What follows belongs to an exercise in optimizing a design on an open flow for small area, a short achievable clock period and few clock cycles per item; a production flow would make more cautious choices. No activity file was given, so power comes from the tool's default toggle rates.

== north ==
==> module scit_dp, before the edit <==
module scit_dp
(
	input  logic                          clk,
	input  logic                          arst_n,
	input  logic                          accept,
	input  logic                          load,
	input  logic                          cfg_we,
	input  logic [scit_pkg::ID_W-1:0]     cfg_wdata,
	input  logic [scit_pkg::CMD_W-1:0]    command,
	input  logic [scit_pkg::SECTOR_W-1:0] sector,
	input  logic [scit_pkg::ID_W-1:0]     change_id,
	output logic [scit_pkg::ID_W-1:0]     sector_id,
	output logic                          cleared,
	output logic                          all_done,
	output logic                          bad_sector
);
	localparam int NS = scit_pkg::NUM_SECTORS;
	logic [scit_pkg::ID_W-1:0]  min_id_q;
	logic [scit_pkg::ID_W-1:0]  cur_id_q;
	logic                       pend_v_q;
	logic [NS-1:0]              raw_q;
	logic [scit_pkg::CNT_W-1:0] cnt_q;
	logic                       hit_q;
	logic                       last_q;
	logic                       upd_set_q;
	logic [3:0]                 upd_lo_q;
	logic [15:0]                upd_hi_q;
	logic                       rd_raw;
	logic                       rd_fwd;
	logic qflag_q;
	logic cleared_q;
	logic all_done_q;
	logic is_set, is_query, is_init;
	logic newer, same, init_ok;
	logic pend_s;
	logic set_all, clr_en, hit;
	logic [15:0] dec_hi, dec_lo;
	assign last_q = hit_q ? (cnt_q == scit_pkg::CNT_W'(2)) : (cnt_q == scit_pkg::CNT_W'(1));
	assign is_set   = (command == scit_pkg::CMD_SET);
	assign is_query = (command == scit_pkg::CMD_QUERY);
	assign is_init  = (command == scit_pkg::CMD_INIT);
	logic le_q, le_cfg, le_new;
	scit_cmp u_cmp_new (.a(change_id), .b(cur_id_q), .gt(newer),  .eq(same));
	scit_le  u_le_cfg  (.a(cur_id_q),  .b(cfg_wdata), .le(le_cfg));
	scit_le  u_le_new  (.a(change_id), .b(min_id_q),  .le(le_new));
	assign init_ok = le_q;
	assign rd_raw  = raw_q[sector];
	assign rd_fwd  = (upd_set_q || rd_raw) && !(upd_hi_q[sector[7:4]] && (sector[3:0] == upd_lo_q));
	assign pend_s  = pend_v_q && rd_fwd;
	assign set_all = accept && is_set && newer;
	assign clr_en  = accept && is_set && (newer || same);
	assign hit     = is_set && same && pend_s;
	always_comb begin
		dec_hi = '0;
		dec_lo = '0;
		dec_hi = upd_hi_q;
		dec_lo[upd_lo_q] = 1'b1;
	end
	always_ff @(posedge clk) begin
		for (int i = 0; i < NS; i++)
			raw_q[i] <= (upd_set_q || raw_q[i]) && !(dec_hi[i/16] && dec_lo[i%16]);
		upd_set_q <= set_all;
		upd_lo_q <= sector[3:0];
		upd_hi_q <= '0;
		upd_hi_q[sector[7:4]] <= clr_en;
		if (set_all)
			cnt_q <= '1;
		else
			cnt_q <= cnt_q - scit_pkg::CNT_W'(hit_q);
		hit_q <= accept && hit;
		if (load) begin
			qflag_q    <= is_query && !pend_s;
			cleared_q  <= is_set && (newer || (same && pend_s));
			all_done_q <= hit && last_q;
		end
	end
	always_ff @(posedge clk or negedge arst_n) begin
		if (!arst_n) begin
			min_id_q <= '0;
			cur_id_q <= '0;
			pend_v_q <= 1'b0;
			le_q     <= 1'b1;
		end else begin
			if (cfg_we)
				min_id_q <= cfg_wdata;
			if (cfg_we)
				le_q <= le_cfg;
			else if (set_all)
				le_q <= le_new;
			else if (accept && is_init && init_ok)
				le_q <= 1'b1;
			if (set_all) begin
				cur_id_q <= change_id;
				pend_v_q <= 1'b1;
			end else if (accept && is_init && init_ok) begin
				cur_id_q <= min_id_q;
				pend_v_q <= 1'b0;
			end
		end
	end
	assign sector_id  = qflag_q ? cur_id_q : '0;
	assign cleared    = cleared_q;
	assign all_done   = all_done_q;
	assign bad_sector = 1'b0;
endmodule
==> module scit_le, before the edit <==
module scit_le
(
	input  logic [scit_pkg::ID_W-1:0] a,
	input  logic [scit_pkg::ID_W-1:0] b,
	output logic                      le
);
	logic [scit_pkg::ID_W-1:0] g, p;
	always_comb begin
		g = a & ~b;
		p = a | ~b;
		for (int w = 1; w < scit_pkg::ID_W; w = w * 2)
			for (int i = 0; i < scit_pkg::ID_W; i = i + 2 * w) begin
				g[i] = g[i + w] | (p[i + w] & g[i]);
				p[i] = p[i + w] & p[i];
			end
	end
	assign le = !g[0];
endmodule
export LEC_CHECK = 0
export CAP_MARGIN = 20
export CORE_MARGIN = 2
export CORE_UTILIZATION = 55
export SETUP_SLACK_MARGIN = 1.8
export SLEW_MARGIN = 20
export SYNTH_HIERARCHICAL = 1
export TNS_END_PERCENT = 0
create_clock -name core_clock -period 4.0 [get_ports {clk}]
standard.sh (not shown) runs the stock make flow with config.mk's settings and CLKGATE_MAP_FILE= SYNTH_SCRIPT=/design/flow/synth_recipe.tcl, a recipe that flattens the netlist after the stock synthesis.
==> flow/flow/run.sh <==
#!/bin/bash
# The standard layout (the standard.sh, standard synthesis unchanged), with
# the port buffers made from buf_2 cells instead of the delay buffers that
# buffer_ports picks by default. The full make output goes to standard.log.
set -euo pipefail
bash standard.sh "BUFFER_PORTS_ARGS=-buffer_cell sky130_fd_sc_hd__buf_2" finish > standard.log 2>&1
Relative to north, the following input files were edited for south:
-- flow/design.v --
<<< north, line 76
	assign is_query = (command == scit_pkg::CMD_QUERY);
	assign is_init  = (command == scit_pkg::CMD_INIT);
	logic le_q, le_cfg, le_new;
	scit_cmp u_cmp_new (.a(change_id), .b(cur_id_q), .gt(newer),  .eq(same));
	scit_le  u_le_cfg  (.a(cur_id_q),  .b(cfg_wdata), .le(le_cfg));
	scit_le  u_le_new  (.a(change_id), .b(min_id_q),  .le(le_new));
	assign init_ok = le_q;
	assign rd_raw  = raw_q[sector];
	assign rd_fwd  = (upd_set_q || rd_raw) && !(upd_hi_q[sector[7:4]] && (sector[3:0] == upd_lo_q));
>>> south, line 76
	assign is_query = (command == scit_pkg::CMD_QUERY);
	assign is_init  = (command == scit_pkg::CMD_INIT);
	logic min_gt, min_eq;
	scit_cmp u_cmp_new (.a(change_id), .b(cur_id_q), .gt(newer),  .eq(same));
	scit_cmp u_cmp_min (.a(min_id_q),  .b(cur_id_q), .gt(min_gt), .eq(min_eq));
	assign init_ok = min_gt || min_eq;
	assign rd_raw  = raw_q[sector];
	assign rd_fwd  = (upd_set_q || rd_raw) && !(upd_hi_q[sector[7:4]] && (sector[3:0] == upd_lo_q));
<<< north, line 116
			cur_id_q <= '0;
			pend_v_q <= 1'b0;
			le_q     <= 1'b1;
		end else begin
			if (cfg_we)
				min_id_q <= cfg_wdata;
			if (cfg_we)
				le_q <= le_cfg;
			else if (set_all)
				le_q <= le_new;
			else if (accept && is_init && init_ok)
				le_q <= 1'b1;
			if (set_all) begin
				cur_id_q <= change_id;
>>> south, line 115
			cur_id_q <= '0;
			pend_v_q <= 1'b0;
		end else begin
			if (cfg_we)
				min_id_q <= cfg_wdata;
			if (set_all) begin
				cur_id_q <= change_id;
<<< north, line 149
	assign gt = (a > b);
	assign eq = (a == b);
endmodule
module scit_le
(
	input  logic [scit_pkg::ID_W-1:0] a,
	input  logic [scit_pkg::ID_W-1:0] b,
	output logic                      le
);
	logic [scit_pkg::ID_W-1:0] g, p;
	always_comb begin
		g = a & ~b;
		p = a | ~b;
		for (int w = 1; w < scit_pkg::ID_W; w = w * 2)
			for (int i = 0; i < scit_pkg::ID_W; i = i + 2 * w) begin
				g[i] = g[i + w] | (p[i + w] & g[i]);
				p[i] = p[i + w] & p[i];
			end
	end
	assign le = !g[0];
endmodule
`timescale 1ns / 1ps
>>> south, line 141
	assign gt = (a > b);
	assign eq = (a == b);
endmodule
`timescale 1ns / 1ps
--- outcome ---
In the flow results for south and north, the synthesized area is larger on north.
Summary — fraction of met2 tracks used by global routing, south relative to north: lower, by 1.9 points.
Summary of south over north: total power per unit cell area went down, final cell count lost 140, wire length decreased by about 5% relative to the old numbers.
In south, share of flip-flops with an asynchronous set or reset after synthesis is lower than in north.
south: no failed stages, no open violations at the end
Relative to north, south degrades maximum frequency.
north → south: area enclosed by the die boundary saw a decrease, worst setup slack saw a decrease, number of ordinary and repair buffers in the finished layout saw a decrease, global-route wire length before repair saw a decrease.
No run of this note included a check of the RTL's function; only the layout flow was run.

== the reference run ==
Another version of the RTL of sector_change_id_tracker (not shown whole).
For scale: ~1,600 cells after synthesis, roughly 120 I/O pins, roughly 16,000 um^2 of cells after synthesis.
==> module scit_dp, before the edit <==
module scit_dp
(
	input  logic                          clk,
	input  logic                          arst_n,
	input  logic                          accept,
	input  logic                          load,
	input  logic                          cfg_we,
	input  logic [scit_pkg::ID_W-1:0]     cfg_wdata,
	input  logic [scit_pkg::CMD_W-1:0]    command,
	input  logic [scit_pkg::SECTOR_W-1:0] sector,
	input  logic [scit_pkg::ID_W-1:0]     change_id,
	output logic [scit_pkg::ID_W-1:0]     sector_id,
	output logic                          cleared,
	output logic                          all_done,
	output logic                          bad_sector
);
	localparam int NS = scit_pkg::NUM_SECTORS;
	logic [scit_pkg::ID_W-1:0]  min_id_q;
	logic [scit_pkg::ID_W-1:0]  cur_id_q;
	logic                       pend_v_q;
	logic [NS-1:0]              raw_q;
	logic [scit_pkg::CNT_W-1:0] cnt_q;
	logic                       hit_q;
	logic                       last_q;
	logic qflag_q;
	logic cleared_q;
	logic all_done_q;
	logic is_set, is_query, is_init;
	logic newer, same, init_ok;
	logic pend_s;
	logic set_all, clr_en, hit;
	logic [15:0] dec_hi, dec_lo;
	assign last_q = hit_q ? (cnt_q == scit_pkg::CNT_W'(2)) : (cnt_q == scit_pkg::CNT_W'(1));
	assign is_set   = (command == scit_pkg::CMD_SET);
	assign is_query = (command == scit_pkg::CMD_QUERY);
	assign is_init  = (command == scit_pkg::CMD_INIT);
	assign newer   = (change_id > cur_id_q);
	assign same    = (change_id == cur_id_q);
	assign init_ok = (cur_id_q <= min_id_q);
	assign pend_s  = pend_v_q && raw_q[sector];
	assign set_all = accept && is_set && newer;
	assign clr_en  = accept && is_set && (newer || same);
	assign hit     = is_set && same && pend_s;
	always_comb begin
		dec_hi = '0;
		dec_lo = '0;
		dec_hi[sector[7:4]] = clr_en;
		dec_lo[sector[3:0]] = 1'b1;
	end
	always_ff @(posedge clk) begin
		for (int i = 0; i < NS; i++)
			raw_q[i] <= (set_all || raw_q[i]) && !(dec_hi[i/16] && dec_lo[i%16]);
		if (set_all)
			cnt_q <= '1;
		else
			cnt_q <= cnt_q - scit_pkg::CNT_W'(hit_q);
		hit_q <= accept && hit;
		if (load) begin
			qflag_q    <= is_query && !pend_s;
			cleared_q  <= is_set && (newer || (same && pend_s));
			all_done_q <= hit && last_q;
		end
	end
	always_ff @(posedge clk or negedge arst_n) begin
		if (!arst_n) begin
			min_id_q <= '0;
			cur_id_q <= '0;
			pend_v_q <= 1'b0;
		end else begin
			if (cfg_we)
				min_id_q <= cfg_wdata;
			if (set_all) begin
				cur_id_q <= change_id;
				pend_v_q <= 1'b1;
			end else if (accept && is_init && init_ok) begin
				cur_id_q <= min_id_q;
				pend_v_q <= 1'b0;
			end
		end
	end
	assign sector_id  = qflag_q ? cur_id_q : '0;
	assign cleared    = cleared_q;
	assign all_done   = all_done_q;
	assign bad_sector = 1'b0;
endmodule
export LEC_CHECK = 0
export CAP_MARGIN = 20
export CORE_MARGIN = 2
export CORE_UTILIZATION = 55
export SETUP_SLACK_MARGIN = 1.8
export SLEW_MARGIN = 20
export TNS_END_PERCENT = 0
create_clock -name core_clock -period 4.0 [get_ports {clk}]
Scripts as last shown in full above: flow/flow/run.sh
#### Input delta (the trial run over the reference run)
--- a/flow/design.v
+++ b/flow/design.v
@@ -58,6 +58,11 @@
 	logic [scit_pkg::CNT_W-1:0] cnt_q;
 	logic                       hit_q;
 	logic                       last_q;
+	logic                       upd_set_q;
+	logic                       upd_clr_q;
+	logic [scit_pkg::SECTOR_W-1:0] upd_sec_q;
+	logic                       rd_raw;
+	logic                       rd_fwd;
 	logic qflag_q;
 	logic cleared_q;
 	logic all_done_q;
@@ -73,19 +78,24 @@
 	assign newer   = (change_id > cur_id_q);
 	assign same    = (change_id == cur_id_q);
 	assign init_ok = (cur_id_q <= min_id_q);
-	assign pend_s  = pend_v_q && raw_q[sector];
+	assign rd_raw  = raw_q[sector];
+	assign rd_fwd  = (upd_set_q || rd_raw) && !(upd_clr_q && (sector == upd_sec_q));
+	assign pend_s  = pend_v_q && rd_fwd;
 	assign set_all = accept && is_set && newer;
 	assign clr_en  = accept && is_set && (newer || same);
 	assign hit     = is_set && same && pend_s;
 	always_comb begin
 		dec_hi = '0;
 		dec_lo = '0;
-		dec_hi[sector[7:4]] = clr_en;
-		dec_lo[sector[3:0]] = 1'b1;
+		dec_hi[upd_sec_q[7:4]] = upd_clr_q;
+		dec_lo[upd_sec_q[3:0]] = 1'b1;
 	end
 	always_ff @(posedge clk) begin
 		for (int i = 0; i < NS; i++)
-			raw_q[i] <= (set_all || raw_q[i]) && !(dec_hi[i/16] && dec_lo[i%16]);
+			raw_q[i] <= (upd_set_q || raw_q[i]) && !(dec_hi[i/16] && dec_lo[i%16]);
+		upd_set_q <= set_all;
+		upd_clr_q <= clr_en;
+		upd_sec_q <= sector;
 		if (set_all)
 			cnt_q <= '1;
 		else
==> comparison <==
Taking the reference run as the reference, in the trial run max-slew violation total from the final report closely matched the old numbers; sequential power higher.
Relative to the reference run, minimum setup slack among reg-to-reg paths has decreased by 0.02 ns in the trial run.
Looking at termination of the worst setup path, the u_dp.all_done_q$_DFFE_PN_ result is from the reference run; the u_dp.cur_id_q[16]$_DFFE_PN0P_ one comes from the trial run.
Relative to the reference run, distinct cell type count after synthesis has increased by 1 in the trial run.
Compared with the reference run, in the trial run clock buffer count in the final layout now sits lower; flip-flop and latch count increased 10.
Function was not checked in any run of this note: the RTL went through the layout flow alone.

afterwards: timing with drivers on the ports:
Ports are ideal in the flow. The routed layouts listed here were re-timed in OpenROAD.
Step 1, drivers: a clkbuf_16 drives clk and a buf_2 each remaining input, both assumed.
Step 2 also shifts input and output timing later by t, the mid clock arrival at the registers, as if the neighbouring blocks saw the same clock.
Slacks: ideal / step 1 / step 2; pairs: ideal / step 1.
run	shift t [ns]	slack for setup (ns)	clock arrival spread, ns	worst data-port slew with drivers (ns)
north	0.581	1.407 / 1.356 / 0.776	0.017 / 0.017	0.15
south	0.582	1.339 / 1.336 / 0.754	0.024 / 0.024	0.17
the reference run	0.579	1.251 / 1.193 / 0.614	0.026 / 0.025	0.17
the trial run	0.578	1.292 / 1.286 / 0.708	0.024 / 0.024	0.08
After both steps setup and hold are still met in every run listed. The setup slack of the reference run, which loses most, moves by -0.058 ns with the drivers and by -0.637 ns with both steps.
